Source: an optimization exercise on an open RTL-to-GDS flow (aim: small area and a short achievable clock period). Production flows keep margins and buffers that such runs may drop.
Where RTL was checked, it was by simulation tests only, not by an equivalence proof against the original.
No activity file was given, so power comes from the tool's default toggle rates.

== run A ==
==> flow/design.v <==
module axis_boxcar_fir_mc #(
  parameter int CH        = 2,
  parameter int DW_IN     = 32,
  parameter int DW_OUT    = 32,
  parameter int LEN_L_MAX = 6,
  parameter int DECI_W    = 16,
  localparam int LW       = $clog2(LEN_L_MAX + 1)
) (
  input  logic                   a_clk,
  input  logic                   a_reset,
  input  logic [LW-1:0]          len_l,
  input  logic [DECI_W-1:0]      deci,
  input  logic                   next_dv,
  input  logic [CH*DW_IN-1:0]    S_AXIS_tdata,
  input  logic                   S_AXIS_tvalid,
  output logic [CH*DW_OUT-1:0]   M_AXIS_tdata,
  output logic                   M_AXIS_tvalid,
  input  logic                   M_AXIS_tready,
  output logic                   overrun
);
  localparam int DEPTH = 2 ** LEN_L_MAX;
  localparam int FW    = LEN_L_MAX + 1;
  localparam int SW    = DW_IN + LEN_L_MAX;
  localparam int NL    = LEN_L_MAX + 1;
  function automatic logic [SW-1:0] sx(input logic [DW_IN-1:0] v);
    sx = {{LEN_L_MAX{v[DW_IN-1]}}, v};
  endfunction
  logic [CH*DW_IN-1:0]       line_r [DEPTH];
  logic [FW-1:0]             fill_r;
  logic                      full_r;
  logic                      almost_r;
  logic [DECI_W-1:0]         dcnt_r;
  logic                      dz_r;
  logic [LW-1:0]             len_q_r;
  logic [NL-1:0]             lsel_r;
  logic [DECI_W-1:0]         deci_q_r;
  logic [SW-1:0]             as_r    [CH];
  logic [SW-1:0]             ac_r    [CH];
  logic                      s1_vld_r;
  logic [LW-1:0]             len_c_s;
  logic [NL-1:0]             lsel_s;
  logic                      accept_s;
  logic [LW-1:0]             len_x_s;
  logic                      restart_s;
  logic [FW-1:0]             winq_s;
  logic                      step_nr_s;
  logic                      emit_nr_s;
  logic                      dle1_s;
  logic                      dle2_s;
  logic                      step_rs_s;
  logic                      emit_rs_s;
  logic [FW-1:0]             fill_n_s;
  logic                      full_n_s;
  logic                      almost_n_s;
  logic [DECI_W-1:0]         dcnt_n_s;
  logic                      dz_n_s;
  logic                      emit_s;
  logic [SW-1:0]             bias_s;
  logic [SW-1:0]             old_s   [CH];
  logic                      sub_s;
  logic [SW-1:0]             y_s     [CH];
  logic [SW-1:0]             x_s     [CH];
  logic [SW-1:0]             s1_s    [CH];
  logic [SW-1:0]             c1_s    [CH];
  logic [SW-1:0]             c1s_s   [CH];
  logic [SW-1:0]             s2_s    [CH];
  logic [SW-1:0]             c2_s    [CH];
  logic [SW-1:0]             as_n_s  [CH];
  logic [SW-1:0]             ac_n_s  [CH];
  logic [SW-1:0]             tot_s   [CH];
  logic [CH*DW_OUT-1:0]      out_s;
  logic                      load_s;
  always_comb begin
    if (len_l > LW'(LEN_L_MAX)) begin
      len_c_s = LW'(LEN_L_MAX);
    end else begin
      len_c_s = len_l;
    end
    for (int l = 0; l < NL; l++) begin
      lsel_s[l] = (len_c_s == LW'(l));
    end
    accept_s  = S_AXIS_tvalid & next_dv;
    len_x_s   = len_l ^ len_q_r;
    restart_s = len_x_s[2] || len_x_s[1] || (len_x_s[0] && !lsel_r[LEN_L_MAX])
             || (deci != deci_q_r);
    bias_s    = '0;
    bias_s[LEN_L_MAX-1] = !lsel_s[0];
    dle1_s = (deci <= DECI_W'(1));
    dle2_s = (deci <= DECI_W'(2));
  end
  always_comb begin
    winq_s    = FW'(1) << len_q_r;
    step_nr_s = accept_s && (full_r || almost_r);
    emit_nr_s = step_nr_s && dz_r;
    step_rs_s = accept_s && lsel_s[0];
    emit_rs_s = step_rs_s && dle1_s;
    if (restart_s) begin
      fill_n_s   = accept_s ? FW'(1) : FW'(0);
      full_n_s   = accept_s && lsel_s[0];
      almost_n_s = accept_s ? lsel_s[1] : lsel_s[0];
      if (step_rs_s && !dle1_s) begin
        dcnt_n_s = DECI_W'(2);
        dz_n_s   = dle2_s;
      end else begin
        dcnt_n_s = DECI_W'(1);
        dz_n_s   = dle1_s;
      end
      emit_s     = emit_rs_s;
    end else begin
      if (accept_s && !full_r) begin
        fill_n_s   = fill_r + FW'(1);
        full_n_s   = almost_r;
        almost_n_s = (fill_r + FW'(2) == winq_s);
      end else begin
        fill_n_s   = fill_r;
        full_n_s   = full_r;
        almost_n_s = almost_r;
      end
      if (step_nr_s) begin
        if (dz_r) begin
          dcnt_n_s = DECI_W'(1);
          dz_n_s   = (deci_q_r <= DECI_W'(1));
        end else begin
          dcnt_n_s = dcnt_r + DECI_W'(1);
          dz_n_s   = (dcnt_r + DECI_W'(1) == deci_q_r);
        end
      end else begin
        dcnt_n_s = dcnt_r;
        dz_n_s   = dz_r;
      end
      emit_s     = emit_nr_s;
    end
  end
  always_comb begin
    for (int c = 0; c < CH; c++) begin
      old_s[c] = '0;
      x_s[c]   = '0;
      for (int l = 0; l < NL; l++) begin
        old_s[c] = old_s[c]
                 | ((sx(line_r[(1 << l) - 1][c*DW_IN +: DW_IN]) << (LEN_L_MAX - l))
                    & {SW{lsel_r[l]}});
        x_s[c]   = x_s[c]
                 | ((sx(S_AXIS_tdata[c*DW_IN +: DW_IN]) << (LEN_L_MAX - l))
                    & {SW{lsel_s[l] && accept_s}});
      end
    end
  end
  always_comb begin
    sub_s = full_r && accept_s;
    for (int c = 0; c < CH; c++) begin
      y_s[c]   = sub_s ? ~old_s[c] : '0;
      s1_s[c]  = as_r[c] ^ ac_r[c] ^ y_s[c];
      c1_s[c]  = (as_r[c] & ac_r[c]) | (as_r[c] & y_s[c]) | (ac_r[c] & y_s[c]);
      c1s_s[c] = {c1_s[c][SW-2:0], sub_s};
      s2_s[c]  = s1_s[c] ^ c1s_s[c] ^ x_s[c];
      c2_s[c]  = (s1_s[c] & c1s_s[c]) | (s1_s[c] & x_s[c]) | (c1s_s[c] & x_s[c]);
      if (restart_s) begin
        as_n_s[c] = x_s[c];
        ac_n_s[c] = bias_s;
      end else begin
        as_n_s[c] = s2_s[c];
        ac_n_s[c] = {c2_s[c][SW-2:0], 1'b0};
      end
    end
  end
  always_comb begin
    for (int c = 0; c < CH; c++) begin
      tot_s[c] = as_r[c] + ac_r[c];
      out_s[c*DW_OUT +: DW_OUT] = DW_OUT'(tot_s[c][LEN_L_MAX +: DW_IN]);
    end
    load_s = s1_vld_r && !restart_s;
  end
  always_ff @(posedge a_clk) begin
    if (accept_s) begin
      line_r[0] <= S_AXIS_tdata;
      for (int i = 1; i < DEPTH; i++) begin
        line_r[i] <= line_r[i-1];
      end
    end
  end
  always_ff @(posedge a_clk) begin
    if (a_reset) begin
      fill_r        <= '0;
      full_r        <= 1'b0;
      almost_r      <= 1'b1;
      dcnt_r        <= DECI_W'(1);
      dz_r          <= 1'b1;
      len_q_r       <= '0;
      lsel_r        <= NL'(1);
      deci_q_r      <= '0;
      s1_vld_r      <= 1'b0;
      M_AXIS_tdata  <= '0;
      M_AXIS_tvalid <= 1'b0;
      overrun       <= 1'b0;
      for (int c = 0; c < CH; c++) begin
        as_r[c] <= '0;
        ac_r[c] <= '0;
      end
    end else begin
      len_q_r  <= len_c_s;
      lsel_r   <= lsel_s;
      deci_q_r <= deci;
      fill_r   <= fill_n_s;
      full_r   <= full_n_s;
      almost_r <= almost_n_s;
      dcnt_r   <= dcnt_n_s;
      dz_r     <= dz_n_s;
      s1_vld_r <= emit_s;
      for (int c = 0; c < CH; c++) begin
        as_r[c] <= as_n_s[c];
        ac_r[c] <= ac_n_s[c];
      end
      if (load_s) begin
        M_AXIS_tdata  <= out_s;
        M_AXIS_tvalid <= 1'b1;
        if (M_AXIS_tvalid && !M_AXIS_tready) begin
          overrun <= 1'b1;
        end
      end else if (M_AXIS_tvalid && M_AXIS_tready) begin
        M_AXIS_tvalid <= 1'b0;
      end
    end
  end
endmodule
Settings: LEC_CHECK=0, CAP_MARGIN=20, CORE_MARGIN=2, CORE_UTILIZATION=40, CTS_CLUSTER_DIAMETER=90, CTS_CLUSTER_SIZE=28, SLEW_MARGIN=20, SYNTH_MEMORY_MAX_BITS=8192; clock period 8.5 ns.
standard.sh (not shown) runs the stock make flow with config.mk's settings and CLKGATE_MAP_FILE= SYNTH_SCRIPT=/design/flow/synth_recipe.tcl, a recipe that flattens the netlist after the stock synthesis.
==> flow/flow/run.sh <==
#!/bin/bash
# Standard ORFS layout with a few repair knobs changed: resizing may swap cells
# of different footprints, ports are buffered with a plain buffer cell, and the
# setup repair aims at the given slack margin.
set -euo pipefail
bash standard.sh MATCH_CELL_FOOTPRINT=0 "BUFFER_PORTS_ARGS=-buffer_cell sky130_fd_sc_hd__buf_4" SETUP_SLACK_MARGIN=5.6 finish > make_finish.log 2>&1
Both conditions hold for run A: the flow ran to the end and the final layout passed the timing, DRC and antenna checks.
Modified inputs, run B compared to run A
--- a/flow/design.v
+++ b/flow/design.v
@@ -56,9 +56,8 @@
   logic                      dz_n_s;
   logic                      emit_s;
   logic [SW-1:0]             bias_s;
   logic [SW-1:0]             old_s   [CH];
-  logic                      sub_s;
   logic [SW-1:0]             y_s     [CH];
   logic [SW-1:0]             x_s     [CH];
   logic [SW-1:0]             s1_s    [CH];
   logic [SW-1:0]             c1_s    [CH];
@@ -140,27 +139,29 @@
                  | ((sx(line_r[(1 << l) - 1][c*DW_IN +: DW_IN]) << (LEN_L_MAX - l))
                     & {SW{lsel_r[l]}});
         x_s[c]   = x_s[c]
                  | ((sx(S_AXIS_tdata[c*DW_IN +: DW_IN]) << (LEN_L_MAX - l))
-                    & {SW{lsel_s[l] && accept_s}});
-      end
-    end
-  end
-  always_comb begin
-    sub_s = full_r && accept_s;
+                    & {SW{lsel_s[l]}});
+      end
+    end
+  end
+  always_comb begin
     for (int c = 0; c < CH; c++) begin
-      y_s[c]   = sub_s ? ~old_s[c] : '0;
+      y_s[c]   = full_r ? ~old_s[c] : '0;
       s1_s[c]  = as_r[c] ^ ac_r[c] ^ y_s[c];
       c1_s[c]  = (as_r[c] & ac_r[c]) | (as_r[c] & y_s[c]) | (ac_r[c] & y_s[c]);
-      c1s_s[c] = {c1_s[c][SW-2:0], sub_s};
+      c1s_s[c] = {c1_s[c][SW-2:0], full_r};
       s2_s[c]  = s1_s[c] ^ c1s_s[c] ^ x_s[c];
       c2_s[c]  = (s1_s[c] & c1s_s[c]) | (s1_s[c] & x_s[c]) | (c1s_s[c] & x_s[c]);
       if (restart_s) begin
-        as_n_s[c] = x_s[c];
+        as_n_s[c] = accept_s ? x_s[c] : '0;
         ac_n_s[c] = bias_s;
-      end else begin
+      end else if (accept_s) begin
         as_n_s[c] = s2_s[c];
         ac_n_s[c] = {c2_s[c][SW-2:0], 1'b0};
+      end else begin
+        as_n_s[c] = as_r[c];
+        ac_n_s[c] = ac_r[c];
       end
     end
   end
   always_comb begin
[summary]
- Looking at highest attainable clock frequency across run B and run A, the one that comes out lower is run A.
- Run A has a lower power share of the clock group than run B.
- Diff run A -> run B: wire length reported by the detailed router climbed about 7%; minimum setup slack in the final design climbed 0.18 ns; insertion delay of the later-clocked pin in the worst-skew pair barely changed; die area climbed about 1.3%; design area climbed 0.0039 mm².
- Comparing run B and run A, maximum fanout count along the critical path is higher on run A.
- Area of all sequential standard cells essentially unchanged between run B and run A.
- Between run B and run A, the difference in post-detailed-route via-to-cell ratio is negligible.
- From run A to run B the numbers moved as follows: hold slack did not really move, cell count along the critical path went up, total number of vias went up.
Function not checked in run A: the RTL went through the layout flow alone.

[re-timing with driven ports]
In the flow no input, the clock included, has a driving cell. The finished layouts below were timed again as built, in two steps.
Step 1: set_driving_cell puts a clkbuf_16 on a_clk and a buf_2 on each other input, an assumption about the parent block.
Step 2, shift: input delay + t, output delay - t, t = (earliest + latest rising clock arrival at the registers) / 2. This alone moves slack from input paths to output paths.
Three values: ideal, step 1, step 2; two values: the first two.
run | t, ns | slack for setup (ns) | worst setup path at the end | clock arrival spread, ns
run A | 0.976 | 5.114 / 5.160 / 4.184 | input to register | 0.074 / 0.074
run B | 1.004 | 5.289 / 5.109 / 4.105 | input to register | 0.090 / 0.090
After both steps setup and hold are still met in every run listed. For run B, which loses most, drivers alone change the setup slack by -0.180 ns; drivers and shift together by -1.184 ns.
